Background: an optimization exercise with open tools, aiming at small area, a short achievable clock period and few clock cycles per item. Do not read the settings as production practice.
In this exercise RTL edits were held to simulation tests only and were not proved equivalent to the original.

$ cat flow/config.mk
export PLATFORM = sky130hd
export DESIGN_NAME = sha256_stream
export DESIGN_NICKNAME = sha256_stream
export VERILOG_FILES = /design/flow/design.v
export SDC_FILE = /design/flow/constraint.sdc
export NUM_CORES = 4
export LEC_CHECK = 0
export CAP_MARGIN = 20
export CELL_PAD_IN_SITES_DETAIL_PLACEMENT = 1
export CORE_MARGIN = 2
export CORE_UTILIZATION = 35
export SLEW_MARGIN = 20
$ cat flow/constraint.sdc
create_clock -name core_clock -period 10.0 [get_ports {clk}]
set_input_delay 2.0000 -clock core_clock [delete_from_list [all_inputs] [get_ports {clk}]]
set_output_delay 2.0000 -clock core_clock [all_outputs]
set_load 0.01 [all_outputs]
$ cat flow/design.v
module sha256_stream (
   input  logic         clk,
   input  logic         rst,
   input  logic         tvalid,
   output logic         tready,
   input  logic         tlast,
   input  logic [31:0]  tid,
   input  logic [7:0]   tdata,
   output logic         ovalid,
   output logic [31:0]  oid,
   output logic [60:0]  olen,
   output logic [255:0] osha
);
   function automatic logic [31:0] kconst(input logic [5:0] t);
      case (t)
         6'd0: kconst = 32'h428a2f98;
         6'd1: kconst = 32'h71374491;
         6'd2: kconst = 32'hb5c0fbcf;
         6'd3: kconst = 32'he9b5dba5;
         6'd4: kconst = 32'h3956c25b;
         6'd5: kconst = 32'h59f111f1;
         6'd6: kconst = 32'h923f82a4;
         6'd7: kconst = 32'hab1c5ed5;
         6'd8: kconst = 32'hd807aa98;
         6'd9: kconst = 32'h12835b01;
         6'd10: kconst = 32'h243185be;
         6'd11: kconst = 32'h550c7dc3;
         6'd12: kconst = 32'h72be5d74;
         6'd13: kconst = 32'h80deb1fe;
         6'd14: kconst = 32'h9bdc06a7;
         6'd15: kconst = 32'hc19bf174;
         6'd16: kconst = 32'he49b69c1;
         6'd17: kconst = 32'hefbe4786;
         6'd18: kconst = 32'h0fc19dc6;
         6'd19: kconst = 32'h240ca1cc;
         6'd20: kconst = 32'h2de92c6f;
         6'd21: kconst = 32'h4a7484aa;
         6'd22: kconst = 32'h5cb0a9dc;
         6'd23: kconst = 32'h76f988da;
         6'd24: kconst = 32'h983e5152;
         6'd25: kconst = 32'ha831c66d;
         6'd26: kconst = 32'hb00327c8;
         6'd27: kconst = 32'hbf597fc7;
         6'd28: kconst = 32'hc6e00bf3;
         6'd29: kconst = 32'hd5a79147;
         6'd30: kconst = 32'h06ca6351;
         6'd31: kconst = 32'h14292967;
         6'd32: kconst = 32'h27b70a85;
         6'd33: kconst = 32'h2e1b2138;
         6'd34: kconst = 32'h4d2c6dfc;
         6'd35: kconst = 32'h53380d13;
         6'd36: kconst = 32'h650a7354;
         6'd37: kconst = 32'h766a0abb;
         6'd38: kconst = 32'h81c2c92e;
         6'd39: kconst = 32'h92722c85;
         6'd40: kconst = 32'ha2bfe8a1;
         6'd41: kconst = 32'ha81a664b;
         6'd42: kconst = 32'hc24b8b70;
         6'd43: kconst = 32'hc76c51a3;
         6'd44: kconst = 32'hd192e819;
         6'd45: kconst = 32'hd6990624;
         6'd46: kconst = 32'hf40e3585;
         6'd47: kconst = 32'h106aa070;
         6'd48: kconst = 32'h19a4c116;
         6'd49: kconst = 32'h1e376c08;
         6'd50: kconst = 32'h2748774c;
         6'd51: kconst = 32'h34b0bcb5;
         6'd52: kconst = 32'h391c0cb3;
         6'd53: kconst = 32'h4ed8aa4a;
         6'd54: kconst = 32'h5b9cca4f;
         6'd55: kconst = 32'h682e6ff3;
         6'd56: kconst = 32'h748f82ee;
         6'd57: kconst = 32'h78a5636f;
         6'd58: kconst = 32'h84c87814;
         6'd59: kconst = 32'h8cc70208;
         6'd60: kconst = 32'h90befffa;
         6'd61: kconst = 32'ha4506ceb;
         6'd62: kconst = 32'hbef9a3f7;
         6'd63: kconst = 32'hc67178f2;
         default: kconst = 32'h0;
      endcase
   endfunction
   localparam logic [255:0] IV = {32'h6a09e667, 32'hbb67ae85, 32'h3c6ef372, 32'ha54ff53a,
                                  32'h510e527f, 32'h9b05688c, 32'h1f83d9ab, 32'h5be0cd19};
   function automatic logic [31:0] bsig0(input logic [31:0] x);
      bsig0 = {x[1:0], x[31:2]} ^ {x[12:0], x[31:13]} ^ {x[21:0], x[31:22]};
   endfunction
   function automatic logic [31:0] bsig1(input logic [31:0] x);
      bsig1 = {x[5:0], x[31:6]} ^ {x[10:0], x[31:11]} ^ {x[24:0], x[31:25]};
   endfunction
   function automatic logic [31:0] ssig0(input logic [31:0] x);
      ssig0 = {x[6:0], x[31:7]} ^ {x[17:0], x[31:18]} ^ {3'b000, x[31:3]};
   endfunction
   function automatic logic [31:0] ssig1(input logic [31:0] x);
      ssig1 = {x[16:0], x[31:17]} ^ {x[18:0], x[31:19]} ^ {10'b0, x[31:10]};
   endfunction
   function automatic logic [63:0] csa(input logic [31:0] x, input logic [31:0] y,
                                       input logic [31:0] z);
      logic [31:0] s, c;
      s = x ^ y ^ z;
      c = {((x[30:0] & y[30:0]) | (x[30:0] & z[30:0]) | (y[30:0] & z[30:0])), 1'b0};
      csa = {s, c};
   endfunction
   logic [511:0] bb;           
   logic [6:0]   cnt;          
   logic         padm;         
   logic         mk;           
   logic         lenok;        
   logic         started;      
   logic         first_blk;    
   logic         bfirst, bfinal;
   logic [31:0]  tid_in;
   logic [60:0]  len;
   logic [7:0]   bin;
   logic [63:0]  bitlen;
   logic         full, take, shift, fin_shift;
   logic         run;          
   logic [6:0]   k;
   logic         cfirst, cfinal;
   logic         go;
   logic [15:0][31:0] w;       
   logic [7:0][31:0]  v;       
   logic [7:0][31:0]  hh;      
   logic [31:0]  p;            
   logic [31:0]  t1s, t1c, as1, ac1, as2, ac2, es, ec, anew, enew;
   logic [31:0]  ws1, wc1, ws2, wc2, wnew;
   logic [31:0]  px, py, pk, ps, pc, pnew;
   logic [1:0]   lane;
   logic [31:0]  basea, basee, suma, sume;
   logic [7:0][31:0]  vinit;
   logic [31:0]  h7init;
   assign full      = cnt[6];
   assign tready    = !padm && !full;
   assign take      = tvalid && tready;
   assign shift     = take || (padm && !full);
   assign bitlen    = {len, 3'b000};
   assign fin_shift = padm && mk && lenok && (cnt[5:0] == 6'd63);
   always_comb begin
      if (!padm)      bin = tdata;
      else if (!mk)   bin = 8'h80;
      else if (lenok && cnt[5:3] == 3'b111)
         bin = bitlen[8 * (7 - cnt[2:0]) +: 8];
      else            bin = 8'h00;
   end
   always_ff @(posedge clk) begin
      if (shift) bb <= {bb[503:0], bin};
      if (take) begin
         if (!started) begin
            tid_in <= tid;
            len    <= 61'd1;
         end else begin
            len    <= len + 61'd1;
         end
      end
   end
   always_ff @(posedge clk or negedge rst) begin
      if (!rst) begin
         cnt       <= '0;
         padm      <= 1'b0;
         mk        <= 1'b0;
         lenok     <= 1'b0;
         started   <= 1'b0;
         first_blk <= 1'b1;
         bfirst    <= 1'b0;
         bfinal    <= 1'b0;
      end else begin
         if (go)         cnt <= '0;
         else if (shift) cnt <= cnt + 7'd1;
         if (take) begin
            started <= !tlast;
            if (tlast) padm <= 1'b1;
         end
         if (padm && !full && !mk) begin
            mk    <= 1'b1;
            lenok <= (cnt[5:3] != 3'b111);
         end
         if (shift && cnt[5:0] == 6'd63) begin
            bfirst    <= first_blk;
            bfinal    <= fin_shift;
            first_blk <= fin_shift;
            if (padm) lenok <= 1'b1;
            if (fin_shift) begin
               padm  <= 1'b0;
               mk    <= 1'b0;
               lenok <= 1'b0;
            end
         end
      end
   end
   assign go = full && (!run || k[6]);
   assign lane  = 2'd0 - k[1:0];
   assign basea = cfirst ? IV[255 - 32 * lane -: 32] : hh[lane];
   assign basee = cfirst ? IV[127 - 32 * lane -: 32] : hh[4 + lane];
   assign suma  = basea + v[0];
   assign sume  = basee + v[4];
   always_comb begin
      for (int i = 0; i < 8; i++) vinit[i] = hh[i];
      if (run && k[6]) begin
         vinit[0] = suma;
         vinit[4] = sume;
      end
      if (bfirst) for (int i = 0; i < 8; i++) vinit[i] = IV[255 - 32 * i -: 32];
      h7init = vinit[7];
   end
   always_comb begin
      {t1s, t1c} = csa(p, bsig1(v[4]), (v[4] & v[5]) ^ (~v[4] & v[6]));
      {as1, ac1} = csa(t1s, t1c, bsig0(v[0]));
      {as2, ac2} = csa(as1, ac1, (v[0] & v[1]) | (v[0] & v[2]) | (v[1] & v[2]));
      anew       = as2 + ac2;
      {es, ec}   = csa(t1s, t1c, v[3]);
      enew       = es + ec;
      {ws1, wc1} = csa(ssig1(w[14]), w[9], ssig0(w[1]));
      {ws2, wc2} = csa(ws1, wc1, w[0]);
      wnew       = ws2 + wc2;
      px         = go ? h7init : v[6];
      py         = go ? bb[511:480] : w[1];
      pk         = go ? kconst(6'd0) : kconst(k[5:0] + 6'd1);
      {ps, pc}   = csa(px, py, pk);
      pnew       = ps + pc;
   end
   always_ff @(posedge clk) begin
      if (go) begin
         for (int i = 0; i < 16; i++) w[i] <= bb[511 - 32 * i -: 32];
         v <= vinit;
      end else begin
         for (int i = 0; i < 15; i++) w[i] <= w[i + 1];
         w[15] <= wnew;
         v[0] <= anew;
         v[1] <= v[0];
         v[2] <= v[1];
         v[3] <= v[2];
         v[4] <= enew;
         v[5] <= v[4];
         v[6] <= v[5];
         v[7] <= v[6];
      end
      p <= pnew;
      if (run && k >= 7'd61) begin
         hh[lane]     <= suma;
         hh[4 + lane] <= sume;
      end
      if (run && k == 7'd0 && cfinal) begin
         oid  <= tid_in;
         olen <= len;
      end
   end
   always_ff @(posedge clk or negedge rst) begin
      if (!rst) begin
         run    <= 1'b0;
         k      <= '0;
         cfirst <= 1'b0;
         cfinal <= 1'b0;
         ovalid <= 1'b0;
      end else begin
         ovalid <= run && k[6] && cfinal;
         if (go) begin
            run    <= 1'b1;
            k      <= '0;
            cfirst <= bfirst;
            cfinal <= bfinal;
         end else if (run) begin
            if (k[6]) run <= 1'b0;
            else      k   <= k + 7'd1;
         end
      end
   end
   assign osha = {hh[0], hh[1], hh[2], hh[3], hh[4], hh[5], hh[6], hh[7]};
endmodule
$ cat flow/run.sh
#!/bin/bash
# synth_recipe.tcl (not shown) runs the flow's synth.tcl, then flattens the netlist and writes it again
# the make line also repeats each setting of config.mk as NAME=value (left out here)
make -C /OpenROAD-flow-scripts/flow DESIGN_CONFIG=/design/flow/config.mk WORK_HOME=/design/flow/orfs CLKGATE_MAP_FILE= SYNTH_SCRIPT=/design/flow/synth_recipe.tcl finish
==> run notes <==
routing by layer:
| layer | up-vias | GRT usage |
|---|---|---|
| li1 | 28117 | - |
| met1 | 33210 | 0.363 |
| met2 | 3121 | 0.407 |
| met3 | 768 | 0.0612 |
| met4 | 12 | 0.135 |
| met5 | - | 0 |
sequential cells by signal, summed over array words and instances (netlist names), 7 cells and up:
register	count
p	32
hh	256
v	224
w	512
cnt	7
tid_in	32
len	61
oid	32
k	7
olen	61
bb	512
worst reg2reg max path, cell delays in order (launching register included):
cell	delay, ns
dfrtp_1	0.33
buf_4	0.31
inv_1	0.34
ha_4	0.74
buf_4	0.70
a21oi_1	0.18
or4_1	0.48
a311oi_1	0.69
fa_1	0.60
fa_1	0.47
a21o_1	0.19
a21oi_1	0.23
o21bai_1	0.13
a31o_2	0.28
a211o_1	0.41
a211oi_1	0.43
o21ai_0	0.20
a31o_2	0.26
a21oi_1	0.18
xnor2_1	0.15
worst max path at each step:
stage | end | slack (ns)
final | p[31]$_DFF_P_ | 2.62
after global routing | p[31]$_DFF_P_ | 2.35
after CTS | p[31]$_DFF_P_ | 2.77
after detailed placement | p[31]$_DFF_P_ | 2.83
after global placement | p[31]$_DFF_P_ | 2.77
after floorplan | padm$_DFF_PN0_ | -1.16
Yosys cell counts (35+ instances only):
master,instances
nand2_1,2108
edfxtp_1,954
dfxtp_1,768
clkbuf_1,431
inv_1,389
xnor2_1,350
o21ai_0,326
a21oi_1,323
nor2_1,275
fa_1,219
ha_1,205
xor2_1,134
o22ai_1,133
a21o_1,114
o221ai_1,86
nand3_1,84
nor3_1,68
and2_1,66
mux4_2,63
o31ai_1,63
a211oi_1,62
o2bb2ai_1,62
mux2i_1,54
nand2b_1,51
o211ai_1,37
nand3b_1,35
nand4_1,35
placed cells by master, fill, tap and decap left out, drive strengths merged, types with 35 or more instances in the layout:
cell type      count
nand2           2108
edfxtp           954
dfxtp            768
inv              395
clkdlybuf4s50    393
xnor2            352
o21ai            333
a21oi            325
nor2             275
clkbuf           269
fa               219
ha               205
xor2             134
o22ai            133
a21o             114
buf              113
o221ai            86
nand3             84
nor3              69
clkinv            68
and2              66
o31ai             64
mux4              63
a211oi            62
o2bb2ai           62
mux2i             54
nand2b            51
o211ai            37
nand3b            35
nand4             35
cell families (layout without fill, tap and decap cells):
family,Yosys count,after routing,share of synthesized area
adders and majority gates,455,455,0.0874
AOI/OAI and AO/OA,1450,1450,0.114
xor gates and xnor gates,486,486,0.0515
buffers and inverters,861,1261,0.0389
other,0,10,0
and+or+nand+nor,2870,2870,0.143
DFF,1747,1747,0.537
muxes,150,150,0.0280
stage by stage:
step	TNS [ns]	hold slack (ns)	area, µm²
3_3_place_gp	0	0.400	90400
3_5_place_dp	0	0.406	90400
4_1_cts	0	0.376	96900
5_1_grt	0	0.420	96900
6_report	0	0.367	97000
2_1_floorplan	-60.27	0.399	83100
final cells by class:
class / count / area share
inverter: 397 / 0.0154
multi-input combinational: 5411 / 0.366
antenna: 10 / 0.000258
sequential: 1747 / 0.461
clock inverter: 89 / 0.0105
tap: 3150 / 0.0406
timing repair buffer: 507 / 0.0505
clock buffer: 268 / 0.0563
==> results.yml <==
synth:
  syn_inst: 8019
  synth_nets: 8487
  avgSynthCellArea_um2: 10.4
  yosys_register_bits: 1747
  synth-main-ff-cell: "edfxtp_1"
  ys_seq_area_frac: 0.537
  yosysTopAreaCell: "edfxtp_1"
  ys_types: 85
  synth-warning-count: 1
  synthArstFlopShare: 0.0143
  syn-cell-area_mm2: 0.0831
  synthTopCellsByArea: "edfxtp_1 34%, dfxtp_1 18%, nand2_1 9.5%"
  synth_top_area_share: 0.345
  synth_edf_count: 954
detailed_routing:
  wl_per_cell_um: 28.8
  finalWirelength_mm: 334
  vias_per_cell: 5.63
  dr_wl_met3_mm: 29.8
  drtPass1Iterations: 7
  drc: 0
  drtIter0Drc: 7165
  top_layer: "met5"
  wl_met2_mm: 146
  vias: 65228
  ant_nets: 0
  wl_met1_mm: 139
critical_path:
  end_kind: "flop"
  cp.required_ns: 10.78
  cp_num_buf_inv: 3
  setup.worst_path.start: "k[2]$_DFFE_PN0P_"
  r2r-start: "k[2]$_DFFE_PN0P_"
  crit_fanout: 66
  cp-start-kind: "flop"
  worst_path_most_repeated_cell: "a21oi_1"
  path_cells: "buf_4, inv_1, ha_4, buf_4, a21oi_1, or4_1, a311oi_1, fa_1, fa_1, a21o_1, a21oi_1, o21bai_1, a31o_2, a211o_1, a211oi_1, o21ai_0, a31o_2, a21oi_1, xnor2_1"
  worstPathArrival_ns: 8.15
  slowest_delay_ns: 0.74
  worstSetupPathType: "reg -> reg"
  r2r_cells: 19
  crit_slowest_cell: "ha_4"
  regToRegSetupSlack_ns: 2.62
  path_depth: 19
  r2r_end: "p[31]$_DFF_P_"
  cp_top_family: "compound AO/OA/AOI/OAI gates"
timing:
  finalCritPeriodShare: 0.738
  finalMaxSlewViolations: 0
  rsz0062_at_grt: "no"
  period_needed_ns: 7.38
  setup_ws_ns: 2.62
  maxSlewHeadroom: 0.165
  fin_skew_ns: 0.112
  worst_pin_slew_ns: 1.25
  setup_viol: 0
  hold_viol: 0
  max_freq_mhz: 136
floorplanning:
  die_h_um: 491
  ios: 395
  fp.dieArea_mm2: 0.241
  start_util: 0.353
  core-area_mm2: 0.236
  die_w_um: 491
  num_rows: 178
clock_tree:
  ctsHoldBuffers: 0
  clock_path_buffers: 3
  ctsResizeCount: 0
  cts_buffers: 189
  htree_levels: 4
  path_clk_slew_ns: 0.06
  cts_tree: "done"
  post-cts-setup-buffers: 0
  clk_latency_ns: 0.90
  cts.sinks: 1747
  ctsRootBufferMaster: "clkbuf_16"
outcome:
  outcome: "no timing/DRC/antenna violations"
layout:
  drive_gt1_frac: 0.0707
  syn2layout_area_growth_pct: 16.7
  final_util: 0.411
  regArea_mm2: 0.0447
  nets: 8721
  fillers: 25998
  multi_input_area_mm2: 0.0355
  layout.cells.non_filler: 11579
grt:
  grt_overflow: 0
  grt_usage: 0.270
  grt_start_max_net_pins: 178
  grt_pass1_vias: 66707
  antenna_found_initial: 23
  grt_pass1_wl_mm: 479
min_path:
  whs_endpoint: "w[190]$_DFF_P_"
  hp-start: "w[222]$_DFF_P_"
  holdCritPathClass: "reg -> reg"
  worstHoldPathCells: 2
place:
  hpwl_mm: 240
  dp_slack_ns: 2.83
  dpl.cell_count: 11210
  io_buffers: 394
  place_congestion: 0.991
job:
  maxCapViolations: 0
Testbench counts, summed over its fixed seeds: cycles 33,873, bytes 25,402.

==> afterwards: timing with drivers on the ports <==
Ports are ideal in the flow. The routed layout listed here was re-timed in OpenROAD. Step 1, drivers: a clkbuf_16 drives clk and a buf_2 each remaining input, both assumed. Step 2 moves the port delays by t, midway between the first and last clock arrival at a register: inputs arrive t later, outputs are due t later. That takes back most of the time a late clock gives input paths. a / b / c = no drivers / after step 1 / after step 2; a / b = the first two.
t, ns: 0.947
slack for setup (ns): 2.625 / 2.625 / 2.625
pins driven straight from the clock port: 1
After both steps setup and hold are still met in this run. The setup slack of this run moves by 0.000 ns with the drivers and by 0.000 ns with both steps.
